Source: an optimization exercise on an open RTL-to-GDS flow (aim: small area, a short achievable clock period and few clock cycles). Production flows keep margins and buffers that such runs may drop. Only simulation tests tie the RTL to the original design; equivalence was not proved. Power is estimated from default activity; no workload was simulated.

== v11 ==
## imd_top
module imd_top #(
	parameter int REG_WIDTH = imd_pkg::IMD_REG_WIDTH_DEF
) (
	input  logic			clk,
	input  logic			nrst,
	input  logic [3:0]		i_imuldiv_op,		 
	input  logic [REG_WIDTH-1:0]	i_rs_val,
	input  logic [REG_WIDTH-1:0]	i_rt_val,
	input  logic			i_mem_stall,
	input  logic			i_fetch_stall,
	input  logic			i_nullify_execute,
	input  logic			i_nullify_mem,
	input  logic			i_nullify_wb,
	output logic			o_exec_stall,		 
	output logic [REG_WIDTH-1:0]	o_rd_val,
	output logic			o_rd_valid
);
==> flow/config.mk <==
export PLATFORM = sky130hd
export DESIGN_NAME = imd_top
export DESIGN_NICKNAME = imd_top
export VERILOG_FILES = /design/flow/design.v
export SDC_FILE = /design/flow/constraint.sdc
export NUM_CORES = 4
export LEC_CHECK = 0
export CAP_MARGIN = 20
export CORE_MARGIN = 2
export CORE_UTILIZATION = 40
export SETUP_SLACK_MARGIN = 2.5
export SLEW_MARGIN = 20
export TNS_END_PERCENT = 10
==> flow/constraint.sdc <==
create_clock -name core_clock -period 6.5 [get_ports {clk}]
set_input_delay 1.3000 -clock core_clock [delete_from_list [all_inputs] [get_ports {clk}]]
set_output_delay 1.3000 -clock core_clock [all_outputs]
set_load 0.01 [all_outputs]
standard.sh (not shown) runs the stock make flow with config.mk's settings and CLKGATE_MAP_FILE= SYNTH_SCRIPT=/design/flow/synth_recipe.tcl, a recipe that flattens the netlist after the stock synthesis.
==> flow/flow/run.sh <==
#!/bin/bash
# Standard layout with two placement/repair knobs changed:
#  - port buffers are plain sky130 buffers (buf_1) instead of the delay cell
#    buffer_ports picks by default; every port still gets its own buffer;
#  - the resizer may change a cell's footprint when it repairs timing.
set -euo pipefail
bash standard.sh MATCH_CELL_FOOTPRINT=0 "BUFFER_PORTS_ARGS=-buffer_cell sky130_fd_sc_hd__buf_1" finish > standard_make.log 2>&1
Per the final summary, v11 finished and its layout is clean on timing, DRC and antenna.
Testbench counts of v11, summed over its fixed seeds: cycles 31,558.
Changes in v39 relative to v11:
- removing TNS_END_PERCENT (formerly 10)
- changing SETUP_SLACK_MARGIN from 2.5 to 3.0
### Flow results
- v39 ran to completion and came out clean on the timing, design-rule and antenna checks.
- Number of signal-net buffers in the layout, v39 vs v11: up by more than a quarter
- Final critical path time including I/O delays and setup, v39 and v11, higher one = v11.
- On share of total power consumed by net switching: between v39 and v11, it ends up higher for v11.
- Diff v11 -> v39 | via count | up by a few percent
- In v39 relative to v11, cell area had gone up by a little under 10%.
- Looking at period utilization across v39 and v11, the one that comes out lower is v39.
- Re placeable core region: no difference whatsoever between v11 and v39.
- Compared with v11, v39 shows a placement-stage worst setup slack that is 0.22 ns higher.
- Compared with v11, v39 shows a higher routability-driven placement congestion ratio.

========
imd_top again, from the RTL that the note above started with.
Settings: LEC_CHECK=0, CAP_MARGIN=20, CORE_MARGIN=2, CORE_UTILIZATION=40, PLACE_DENSITY=0.45, SETUP_SLACK_MARGIN=2.5, SLEW_MARGIN=20; clock period 6.5 ns.
Scripts as last shown in full above: flow/flow/run.sh
The starting point completed without violations.
Testbench counts at the start, summed over its fixed seeds: cycles 31,558.
Then changed:
CORE_UTILIZATION = 60   (was 40)
PLACE_DENSITY = default   (was 0.45)
The changed run produced a clean layout.
Wire length shrinks by roughly a tenth.
Global-route usage grows by 12 points.
Cell count shrinks by a little under a tenth.
Worst setup slack gets worse by 0.019 ns.
Critical path depth grows by 1.
Power shrinks slightly.
Then changed:
CORE_UTILIZATION = 40   (was 60)
SETUP_SLACK_MARGIN = 2.75   (was 2.5)
TNS_END_PERCENT = 10   (was default)
=> Design area climbs by 3.0%; worst setup slack improved by 0.11 ns; final cell count climbs by 8.0%; clock-buffer cell count drops by 2; hold slack improved by 0.020 ns; die area climbs by 49%; via count drops by 2.9%; synthesized area is unchanged; combinational power is about the same; core utilization drops by 21 points; routed wire length climbs by 11%.
Then changed:
PLACE_DENSITY = 0.75   (was default)
SETUP_SLACK_MARGIN = 2.5   (was 2.75)
TNS_END_PERCENT = default   (was 10)
What happened: Sequential power went up by about 3%. Via count went down by 0.35%. Count of clock-buffer cells in the layout stays the same. Core utilization went down by 1.3 points. Total power went down by 4.0%. Wire length went down by 10%. Non-clock buffer count went down by 30. Final cell count went down by 1.0%. Synthesized cell count stays the same. Sequential share of layout area went up by 0.61 points. Register-to-register slack got worse by 0.09 ns.
Then changed:
PLACE_DENSITY = default   (was 0.75)
Wire length increases by 9.3%.
Register-to-register slack degrades by 0.03 ns.
Cell count is about the same.
Setup slack loses 0.020 ns.

========
== 08-10 ==
imd_top, a different RTL version from the one above (not shown whole).
Size in the first run: about 2500 cells after synthesis, roughly 170 flip-flops, about 110 I/O pins.
export LEC_CHECK = 0
export CAP_MARGIN = 20
export CORE_MARGIN = 2
export CORE_UTILIZATION = 40
export SETUP_SLACK_MARGIN = 2.8
export SLEW_MARGIN = 20
create_clock -name core_clock -period 6.5 [get_ports {clk}]
Scripts as last shown in full above: flow/flow/run.sh
Testbench counts of 08-10, summed over its fixed seeds: cycles 31,558.
Setup changes, 08-10 to 03-14
- swapping 2.8 for 2.5 in SETUP_SLACK_MARGIN
- putting ABC_AREA at 1 where nothing was set
Results
Comparing 08-10 against 03-14, there is no change at all in leftover overflow at the end of global routing.
Summary of 03-14 over 08-10: final layout net count shows an increase of 40%, critical path depth shows an increase of 5, power shows a reduction of about 3.3%.
[diff] post-route worst setup slack, 03-14 relative to 08-10: improvement
Count of non-CTS inverters in the layout in 03-14 vs 08-10: up 563
03-14 reports a higher placed wire-length estimate after detailed placement than 08-10 does.
Against 08-10, wire length the detailed router placed on met1 in 03-14 rose by more than 10%.

========
Another version of the RTL of imd_top (not shown whole).
For scale: roughly 2,600 cells after synthesis, roughly 170 flip-flops, ~110 I/O pins, ~22,000 µm² of cells after synthesis.
==> flow/config.mk <==
export PLATFORM = sky130hd
export DESIGN_NAME = imd_top
export DESIGN_NICKNAME = imd_top
export VERILOG_FILES = /design/flow/design.v
export SDC_FILE = /design/flow/constraint.sdc
export NUM_CORES = 4
export LEC_CHECK = 0
export CAP_MARGIN = 20
export CORE_MARGIN = 2
export CORE_UTILIZATION = 40
export SETUP_SLACK_MARGIN = 2.5
export SLEW_MARGIN = 20
==> flow/constraint.sdc <==
create_clock -name core_clock -period 6.5 [get_ports {clk}]
set_input_delay 1.3000 -clock core_clock [delete_from_list [all_inputs] [get_ports {clk}]]
set_output_delay 1.3000 -clock core_clock [all_outputs]
set_load 0.01 [all_outputs]
==> flow/flow/run.sh <==
#!/bin/bash
# Standard layout, with the resizer free to change a cell's footprint
# (the platform default pins repairs to the original footprint, which keeps
# the delay-cell port buffers that buffer_ports places).
set -euo pipefail
bash standard.sh MATCH_CELL_FOOTPRINT=0 finish > standard_make.log 2>&1
Testbench counts at the start, summed over its fixed seeds: cycles 31,557.
==> next run, changes <==
==> flow/run.sh (new file) <==
#!/bin/bash
# synth_recipe.tcl (not shown) runs the flow's synth.tcl, then flattens the netlist and writes it again
# the make line also repeats each setting of config.mk as NAME=value (left out here)
make -C /OpenROAD-flow-scripts/flow DESIGN_CONFIG=/design/flow/config.mk WORK_HOME=/design/flow/orfs CLKGATE_MAP_FILE= SYNTH_SCRIPT=/design/flow/synth_recipe.tcl finish
- SETUP_SLACK_MARGIN: 2.5 -> 1.5
removed: flow/flow/run.sh
removed: flow/standard.sh
=> Synthesized area stays the same; first-iteration DRC count went up by 17%; via count went down by about 2.2%; final cell count went down by 1.8%; total power went down by about 4.7%.
==> next run, changes <==
- SETUP_SLACK_MARGIN: 1.5 -> 3.5
Non-clock buffer count is higher by 233.
Critical path depth came out higher by 2.
Setup slack improves by 0.93 ns.
Synthesized cell count does not change.
Cell area went up by 24%.
Clock skew is about the same.
Sequential share of layout area falls by 4.1 points.
Global-route usage rose by 2.8 points.
Die area stays the same.

========
RTL: one of the versions met above, not the one the previous note started from.
Size in the first run: ~2,600 cells after synthesis, about 170 flip-flops, roughly 110 I/O pins, roughly 0.021 mm^2 of cells after synthesis.
clock: 6.5 ns
lec_check: 0
cap_margin: 20
core_margin: 2
core_utilization: 40
setup_slack_margin: 2.5
slew_margin: 20
run.sh (not shown) runs the stock make flow with config.mk's settings and CLKGATE_MAP_FILE= SYNTH_SCRIPT=/design/flow/synth_recipe.tcl, a recipe that flattens the netlist after the stock synthesis.
Stock flow here: none of the scripts above is used.
The starting point finished with timing, DRC and antenna clean.
Testbench counts at the start, summed over its fixed seeds: cycles 31,558.
Change:
==> flow/flow/run.sh (new file) <==
#!/bin/bash
# Standard layout with two placement/repair knobs changed:
#  - port buffers are plain sky130 buffers (buf_1) instead of the delay cell
#    buffer_ports picks by default; every port still gets its own buffer;
#  - the resizer may change a cell's footprint when it repairs timing.
set -euo pipefail
bash standard.sh MATCH_CELL_FOOTPRINT=0 "BUFFER_PORTS_ARGS=-buffer_cell sky130_fd_sc_hd__buf_1" finish > standard_make.log 2>&1
==> flow/standard.sh (new file) <==
#!/bin/bash
# synth_recipe.tcl (not shown) runs the flow's synth.tcl, then flattens the netlist and writes it again
# the make line also repeats each setting of config.mk as NAME=value (left out here)
make -C /OpenROAD-flow-scripts/flow DESIGN_CONFIG=/design/flow/config.mk WORK_HOME=/design/flow/orfs CLKGATE_MAP_FILE= SYNTH_SCRIPT=/design/flow/synth_recipe.tcl "${@:-finish}"
- ABC_AREA: unset -> 1
removed: flow/run.sh
The new run produced a clean layout.
Sequential share of layout area falls by 0.65 points.
Via count rises by 18%.
Setup slack gets better by 0.097 ns.
First-iteration DRC count rises by 18%.
Power rises by 6.2%.
Core utilization falls by 3.8 points.
Clock power falls by about 8%.
Wire length rises by 14%.
Sequential cell count is unchanged.
Sequential power rises by about 6%.

[afterwards: timing with drivers on the ports]
Ports are ideal in the flow. The routed layouts listed here were re-timed in OpenROAD. Step 1 assumes that a clkbuf_16 drives the clock port and a buf_2 every other input. Step 2 adds t to the input delays and takes it off the output delays; t is the mean of the earliest and latest rising clock arrival at the registers after step 1. Input paths then give back, and output paths get back, about the clock's delay inside the block. Slacks: ideal / step 1 / step 2; pairs: ideal / step 1.
| run | t (ns) | slack for setup (ns) | slew at the worst register clock pin (ns) | worst data-port slew with drivers (ns) |
|---|---|---|---|---|
| v11 | 0.581 | 2.421 / 2.421 / 1.963 | 0.09 / 0.09 | 0.04 |
| v39 | 0.546 | 2.627 / 2.627 / 2.327 | 0.09 / 0.09 | 0.04 |
| the first run of note 2 | 0.568 | 2.456 / 2.452 / 1.927 | 0.09 / 0.09 | 0.05 |
| the second run of note 2 | 0.518 | 2.437 / 2.437 / 2.057 | 0.08 / 0.08 | 0.05 |
| the third run of note 2 | 0.574 | 2.543 / 2.580 / 2.007 | 0.10 / 0.10 | 0.04 |
| the fourth run of note 2 | 0.551 | 2.515 / 2.524 / 2.000 | 0.09 / 0.09 | 0.09 |
| the fifth run of note 2 | 0.579 | 2.494 / 2.494 / 2.068 | 0.09 / 0.09 | 0.04 |
| 08-10 | 0.571 | 2.462 / 2.462 / 2.039 | 0.09 / 0.09 | 0.14 |
| 03-14 | 0.529 | 2.530 / 2.530 / 2.171 | 0.08 / 0.08 | 0.05 |
| the first run of note 4 | 0.514 | 2.262 / 2.262 / 1.883 | 0.08 / 0.08 | 0.04 |
| the second run of note 4 | 0.528 | 1.401 / 1.401 / 1.401 | 0.08 / 0.08 | 0.05 |
| the third run of note 4 | 0.525 | 2.331 / 2.331 / 2.315 | 0.08 / 0.08 | 0.08 |
| the first run of note 5 | 0.572 | 2.438 / 2.438 / 1.917 | 0.09 / 0.09 | 0.04 |
| the second run of note 5 | 0.516 | 2.534 / 2.534 / 2.074 | 0.08 / 0.08 | 0.04 |
After both steps setup and hold are still met in every run listed. For the third run of note 2, which loses most, drivers alone change the setup slack by +0.037 ns; drivers and shift together by -0.536 ns.
